This design comes from an exercise in tuning for small area and a short achievable clock period on the open sky130 flow, not from production work. RTL that was checked went through simulation tests only; none was proved equivalent to the original.

Setup of JK:
==> flow/design.v <==
module conv_window_reader #(
  parameter int MAX_OUTST = 4
) (
  input  logic               clk_i,
  input  logic               rst_i,
  input  logic               start_i,
  input  logic [31:0]        base_i,
  input  logic [31:0]        iw_i,
  input  logic [31:0]        ih_i,
  input  logic [31:0]        k_i,
  output logic               mem_req_o,
  output logic [31:0]        mem_addr_o,
  input  logic               mem_gnt_i,
  input  logic               mem_rvalid_i,
  output logic signed [31:0] loop_i_o,
  output logic signed [31:0] loop_j_o,
  output logic signed [31:0] loop_wi_o,
  output logic signed [31:0] loop_wj_o,
  output logic               out_valid_o,
  output logic               busy_o,
  output logic               done_o
);
  localparam int CNT_W = $clog2(MAX_OUTST + 1);
  localparam logic [CNT_W-1:0] CNT_MAX = CNT_W'(MAX_OUTST);
  function automatic logic [19:0] inc20(input logic [19:0] a);
    logic c;
    c = 1'b1;
    for (int n = 0; n < 20; n++) begin
      inc20[n] = a[n] ^ c;
      c = c & a[n];
    end
  endfunction
  function automatic logic [19:0] dec20(input logic [19:0] a);
    logic c;
    c = 1'b1;
    for (int n = 0; n < 20; n++) begin
      dec20[n] = a[n] ^ c;
      c = c & ~a[n];
    end
  endfunction
  function automatic logic [19:0] add20(input logic [19:0] a, input logic [19:0] b,
                                        input logic ci);
    logic c;
    c = ci;
    for (int n = 0; n < 20; n++) begin
      add20[n] = a[n] ^ b[n] ^ c;
      c = (a[n] & b[n]) | (c & (a[n] ^ b[n]));
    end
  endfunction
  logic st_busy, st_b;
  logic run, idle;
  logic [CNT_W-1:0] cnt_q;
  logic start_acc, cfg_zero, push, pop;
  logic [31:0] base_q;
  logic [9:0]  iw_q;
  logic [3:0]  km1_q;           
  logic [3:0]  wp_q, hp_q;      
  logic [9:0]  ndx_q, ndy_q;    
  logic        fc_q, fr_q;      
  logic [19:0] t_q;             
  logic [19:0] w_q;             
  logic        pad_q;           
  logic [9:0]  ri_q, rj_q;
  logic [4:0]  rwi_q, rwj_q;
  assign idle      = !st_busy && !st_b;
  assign run       = st_busy && st_b;
  assign start_acc = idle && start_i;
  assign cfg_zero  = (iw_i[9:0] == '0) || (ih_i[9:0] == '0) || (k_i[3:0] == '0);
  assign mem_req_o = run && (cnt_q != CNT_MAX);
  assign push      = mem_req_o && mem_gnt_i;
  assign pop       = mem_rvalid_i && (cnt_q != '0);
  assign out_valid_o = pop;
  assign busy_o    = st_busy;
  assign done_o    = !st_busy && st_b;
  function automatic logic [29:0] add30bk(input logic [29:0] a, input logic [29:0] b);
    logic [29:0] g, p, x;
    x = a ^ b;
    g = a & b;
    p = x;
    for (int d = 1; d < 30; d = d * 2) begin
      for (int n = 2 * d - 1; n < 30; n = n + 2 * d) begin
        g[n] = g[n] | (p[n] & g[n-d]);
        p[n] = p[n] & p[n-d];
      end
    end
    for (int d = 8; d >= 1; d = d / 2) begin
      for (int n = 3 * d - 1; n < 30; n = n + 2 * d) begin
        g[n] = g[n] | (p[n] & g[n-d]);
        p[n] = p[n] & p[n-d];
      end
    end
    add30bk = x ^ {g[28:0], 1'b0};
  endfunction
  function automatic logic [31:0] add32bk(input logic [31:0] a, input logic [31:0] b);
    logic [31:0] g, p, x;
    x = a ^ b;
    g = a & b;
    p = x;
    for (int d = 1; d < 32; d = d * 2) begin
      for (int n = 2 * d - 1; n < 32; n = n + 2 * d) begin
        g[n] = g[n] | (p[n] & g[n-d]);
        p[n] = p[n] & p[n-d];
      end
    end
    for (int d = 8; d >= 1; d = d / 2) begin
      for (int n = 3 * d - 1; n < 32; n = n + 2 * d) begin
        g[n] = g[n] | (p[n] & g[n-d]);
        p[n] = p[n] & p[n-d];
      end
    end
    add32bk = x ^ {g[30:0], 1'b0};
  endfunction
  logic [29:0] asum;
  assign asum = add30bk(base_q[31:2], {10'b0, t_q & {20{!pad_q}}});
  assign mem_addr_o = {asum, base_q[1:0]};
  logic lw, lh, li, lj, last_tap;
  assign lw = (wp_q == km1_q);
  assign lh = (hp_q == km1_q);
  assign li = (ndx_q == ~10'd1);
  assign lj = (ndy_q == ~10'd1);
  assign last_tap = lw && lh && li && lj;
  logic [19:0] wp_inc, ndx_inc, c2m1, t_a, t_b, t_sum;
  assign wp_inc = inc20({16'b0, lw ? hp_q : wp_q});
  assign ndx_inc = inc20({10'b0, li ? ndy_q : ndx_q});
  assign c2m1   = add20({10'b0, iw_q}, {16'hffff, ~km1_q}, 1'b0);    
  assign t_a    = (lw && lh) ? w_q : t_q;
  assign t_b    = (lw && !lh) ? c2m1 : 20'd0;
  logic [31:0] t_sum32;
  assign t_sum32 = add32bk({11'b0, t_a, 1'b1}, {11'b0, t_b, 1'b1});
  assign t_sum = t_sum32[20:1];
  logic [3:0]  wp_n, hp_n;
  logic [9:0]  ndx_n, ndy_n;
  logic        fc_n, fr_n, pad_n, ypad_n, ypad_q;
  logic [19:0] t_n, w_n;
  always_comb begin
    wp_n = wp_inc[3:0];
    hp_n = hp_q;
    ndx_n = ndx_q;
    ndy_n = ndy_q;
    fc_n = fc_q;
    fr_n = fr_q;
    w_n  = w_q;
    t_n  = t_sum;
    if (lw) begin
      wp_n = '0;
      hp_n = wp_inc[3:0];
      if (lh) begin
        hp_n = '0;
        w_n  = t_sum;
        fc_n = 1'b0;
        ndx_n = ndx_inc[9:0];
        if (li) begin
          fc_n = 1'b1;
          ndx_n = ~iw_q;
          fr_n = 1'b0;
          ndy_n = ndx_inc[9:0];
        end
      end
    end
    ypad_n = ypad_q;
    if (!lw)      pad_n = ypad_q || ({6'b0, wp_q} >= ~ndx_q);
    else if (!lh) begin ypad_n = ({6'b0, hp_q} >= ~ndy_q); pad_n = fc_q || ypad_n; end
    else if (!li) begin ypad_n = fr_q; pad_n = fr_q; end
    else          begin ypad_n = 1'b0; pad_n = 1'b1; end
  end
  always_ff @(posedge clk_i) begin
    if (start_acc) begin
      base_q <= base_i;
      iw_q   <= iw_i[9:0];
      km1_q  <= k_i[3:0] - 4'd1;
      wp_q   <= '0;
      hp_q   <= '0;
      ndx_q  <= ~iw_i[9:0];
      ndy_q  <= ~ih_i[9:0];
      fc_q   <= 1'b1;
      fr_q   <= 1'b1;
      t_q    <= ~{10'b0, iw_i[9:0]};             
      w_q    <= ~{10'b0, iw_i[9:0]};
      pad_q  <= 1'b1;
      ypad_q <= 1'b1;
    end else if (push) begin
      wp_q  <= wp_n;
      hp_q  <= hp_n;
      ndx_q <= ndx_n;
      ndy_q <= ndy_n;
      fc_q  <= fc_n;
      fr_q  <= fr_n;
      t_q   <= t_n;
      w_q   <= w_n;
      pad_q <= pad_n;
      ypad_q <= ypad_n;
    end
  end
  logic [19:0] rwi_inc, rwj_inc, ri_inc, rj_inc;
  assign rwi_inc = inc20({15'b0, rwi_q});
  assign rwj_inc = inc20({15'b0, rwj_q});
  assign ri_inc  = inc20({10'b0, ri_q});
  assign rj_inc  = inc20({10'b0, rj_q});
  always_ff @(posedge clk_i) begin
    if (start_acc) begin
      ri_q  <= '0;
      rj_q  <= '0;
      rwi_q <= '1;
      rwj_q <= '1;
    end else if (pop) begin
      if (rwi_inc[3:0] != km1_q) begin
        rwi_q <= rwi_inc[4:0];
      end else begin
        rwi_q <= '1;
        if (rwj_inc[3:0] != km1_q) begin
          rwj_q <= rwj_inc[4:0];
        end else begin
          rwj_q <= '1;
          if (ri_inc[9:0] != iw_q) begin
            ri_q <= ri_inc[9:0];
          end else begin
            ri_q <= '0;
            rj_q <= rj_inc[9:0];
          end
        end
      end
    end
  end
  assign loop_i_o  = {22'b0, ri_q};
  assign loop_j_o  = {22'b0, rj_q};
  assign loop_wi_o = {{27{rwi_q[4]}}, rwi_q};
  assign loop_wj_o = {{27{rwj_q[4]}}, rwj_q};
  always_ff @(posedge clk_i) begin
    if (rst_i) begin
      cnt_q <= '0;
    end else begin
      case ({push, pop})
        2'b10:   cnt_q <= cnt_q + CNT_W'(1);
        2'b01:   cnt_q <= cnt_q - CNT_W'(1);
        default: cnt_q <= cnt_q;
      endcase
    end
  end
  always_ff @(posedge clk_i) begin
    if (rst_i) begin
      st_busy <= 1'b0;
      st_b    <= 1'b0;
    end else begin
      case ({st_busy, st_b})
        2'b00: if (start_i) begin st_busy <= !cfg_zero; st_b <= 1'b1; end
        2'b11: if (push && last_tap) st_b <= 1'b0;
        2'b10: if (pop && cnt_q == CNT_W'(1)) begin st_busy <= 1'b0; st_b <= 1'b1; end
        default: begin st_busy <= 1'b0; st_b <= 1'b0; end
      endcase
    end
  end
endmodule
clock: 17.0 ns
lec_check: 0
cap_margin: 20
core_margin: 2
core_utilization: 80
cts_buf_list: sky130_fd_sc_hd__clkbuf_8
slew_margin: 20
standard.sh (not shown) runs the stock make flow with config.mk's settings and CLKGATE_MAP_FILE= SYNTH_SCRIPT=/design/flow/synth_recipe.tcl, a recipe that flattens the netlist after the stock synthesis.
==> flow/flow/run.sh <==
#!/bin/bash
set -euo pipefail
bash standard.sh \
  "BUFFER_PORTS_ARGS=-buffer_cell sky130_fd_sc_hd__buf_1" \
  "SETUP_SLACK_MARGIN=${SETUP_MARGIN_NS:-9.9}" \
  "SKIP_REPAIR_TIE_FANOUT=1" \
  "CTS_ARGS=-sink_clustering_enable -repair_clock_nets -buf_list sky130_fd_sc_hd__clkbuf_8 -sink_clustering_size 30 -sink_clustering_max_diameter 120 -sink_clustering_levels 1" \
  finish > standard_flow.log 2>&1
## Diff of input files: MS against JK
--- a/flow/design.v
+++ b/flow/design.v
@@ -52,13 +52,13 @@
   logic [CNT_W-1:0] cnt_q;
   logic start_acc, cfg_zero, push, pop;
   logic [31:0] base_q;
   logic [9:0]  iw_q;
   logic [3:0]  km1_q;           
   logic [3:0]  wp_q, hp_q;      
-  logic [9:0]  ndx_q, ndy_q;    
+  logic [9:0]  dx_q, dy_q;      
   logic        fc_q, fr_q;      
   logic [19:0] t_q;             
   logic [19:0] w_q;             
   logic        pad_q;           
   logic [9:0]  ri_q, rj_q;
   logic [4:0]  rwi_q, rwj_q;
@@ -113,79 +113,79 @@
   logic [29:0] asum;
   assign asum = add30bk(base_q[31:2], {10'b0, t_q & {20{!pad_q}}});
   assign mem_addr_o = {asum, base_q[1:0]};
   logic lw, lh, li, lj, last_tap;
   assign lw = (wp_q == km1_q);
   assign lh = (hp_q == km1_q);
-  assign li = (ndx_q == ~10'd1);
-  assign lj = (ndy_q == ~10'd1);
+  assign li = (dx_q == 10'd1);
+  assign lj = (dy_q == 10'd1);
   assign last_tap = lw && lh && li && lj;
-  logic [19:0] wp_inc, ndx_inc, c2m1, t_a, t_b, t_sum;
+  logic [19:0] wp_inc, dx_dec, c2m1, t_a, t_b, t_sum;
   assign wp_inc = inc20({16'b0, lw ? hp_q : wp_q});
-  assign ndx_inc = inc20({10'b0, li ? ndy_q : ndx_q});
+  assign dx_dec = dec20({10'b0, li ? dy_q : dx_q});
   assign c2m1   = add20({10'b0, iw_q}, {16'hffff, ~km1_q}, 1'b0);    
   assign t_a    = (lw && lh) ? w_q : t_q;
   assign t_b    = (lw && !lh) ? c2m1 : 20'd0;
   logic [31:0] t_sum32;
   assign t_sum32 = add32bk({11'b0, t_a, 1'b1}, {11'b0, t_b, 1'b1});
   assign t_sum = t_sum32[20:1];
   logic [3:0]  wp_n, hp_n;
-  logic [9:0]  ndx_n, ndy_n;
+  logic [9:0]  dx_n, dy_n;
   logic        fc_n, fr_n, pad_n, ypad_n, ypad_q;
   logic [19:0] t_n, w_n;
   always_comb begin
     wp_n = wp_inc[3:0];
     hp_n = hp_q;
-    ndx_n = ndx_q;
-    ndy_n = ndy_q;
+    dx_n = dx_q;
+    dy_n = dy_q;
     fc_n = fc_q;
     fr_n = fr_q;
     w_n  = w_q;
     t_n  = t_sum;
     if (lw) begin
       wp_n = '0;
       hp_n = wp_inc[3:0];
       if (lh) begin
         hp_n = '0;
         w_n  = t_sum;
         fc_n = 1'b0;
-        ndx_n = ndx_inc[9:0];
+        dx_n = dx_dec[9:0];
         if (li) begin
           fc_n = 1'b1;
-          ndx_n = ~iw_q;
+          dx_n = iw_q;
           fr_n = 1'b0;
-          ndy_n = ndx_inc[9:0];
+          dy_n = dx_dec[9:0];
         end
       end
     end
     ypad_n = ypad_q;
-    if (!lw)      pad_n = ypad_q || ({6'b0, wp_q} >= ~ndx_q);
-    else if (!lh) begin ypad_n = ({6'b0, hp_q} >= ~ndy_q); pad_n = fc_q || ypad_n; end
+    if (!lw)      pad_n = ypad_q || ({6'b0, wp_q} >= dx_q);
+    else if (!lh) begin ypad_n = ({6'b0, hp_q} >= dy_q); pad_n = fc_q || ypad_n; end
     else if (!li) begin ypad_n = fr_q; pad_n = fr_q; end
     else          begin ypad_n = 1'b0; pad_n = 1'b1; end
   end
   always_ff @(posedge clk_i) begin
     if (start_acc) begin
       base_q <= base_i;
       iw_q   <= iw_i[9:0];
       km1_q  <= k_i[3:0] - 4'd1;
       wp_q   <= '0;
       hp_q   <= '0;
-      ndx_q  <= ~iw_i[9:0];
-      ndy_q  <= ~ih_i[9:0];
+      dx_q   <= iw_i[9:0];
+      dy_q   <= ih_i[9:0];
       fc_q   <= 1'b1;
       fr_q   <= 1'b1;
       t_q    <= ~{10'b0, iw_i[9:0]};             
       w_q    <= ~{10'b0, iw_i[9:0]};
       pad_q  <= 1'b1;
       ypad_q <= 1'b1;
     end else if (push) begin
       wp_q  <= wp_n;
       hp_q  <= hp_n;
-      ndx_q <= ndx_n;
-      ndy_q <= ndy_n;
+      dx_q  <= dx_n;
+      dy_q  <= dy_n;
       fc_q  <= fc_n;
       fr_q  <= fr_n;
       t_q   <= t_n;
       w_q   <= w_n;
       pad_q <= pad_n;
       ypad_q <= ypad_n;
==> comparison <==
Compared with JK, MS shows a higher worst hold slack.
The detailed-route wire length on metal 1 in JK is 0.937 times that in MS.
Taking JK as the reference, in MS number of iterations in the first detailed-routing pass -2, final critical-path setup slack +6.3 ps, core utilization +2.0 points.
For MS, only the layout was checked, not whether the RTL still works.

what the ideal ports hide:
Ports are ideal in the flow. The routed layouts listed here were re-timed in OpenROAD. Step 1 assumes that a clkbuf_16 drives the clock port and a buf_2 every other input. Step 2 moves the port delays by t, midway between the first and last clock arrival at a register: inputs arrive t later, outputs are due t later. That takes back most of the time a late clock gives input paths. a / b / c = ideal / step 1 / step 2; a / b = the first two.
run | shift t [ns] | setup WS [ns] | hold WS [ns] | worst data-port slew with drivers (ns)
JK | 0.508 | 9.856 / 9.814 / 9.814 | 0.478 / 0.478 / 0.478 | 0.05
MS | 0.506 | 9.862 / 9.821 / 9.821 | 0.505 / 0.505 / 0.505 | 0.05
After both steps setup and hold are still met in every run listed. For JK, which loses most, drivers alone change the setup slack by -0.042 ns; drivers and shift together by -0.042 ns.
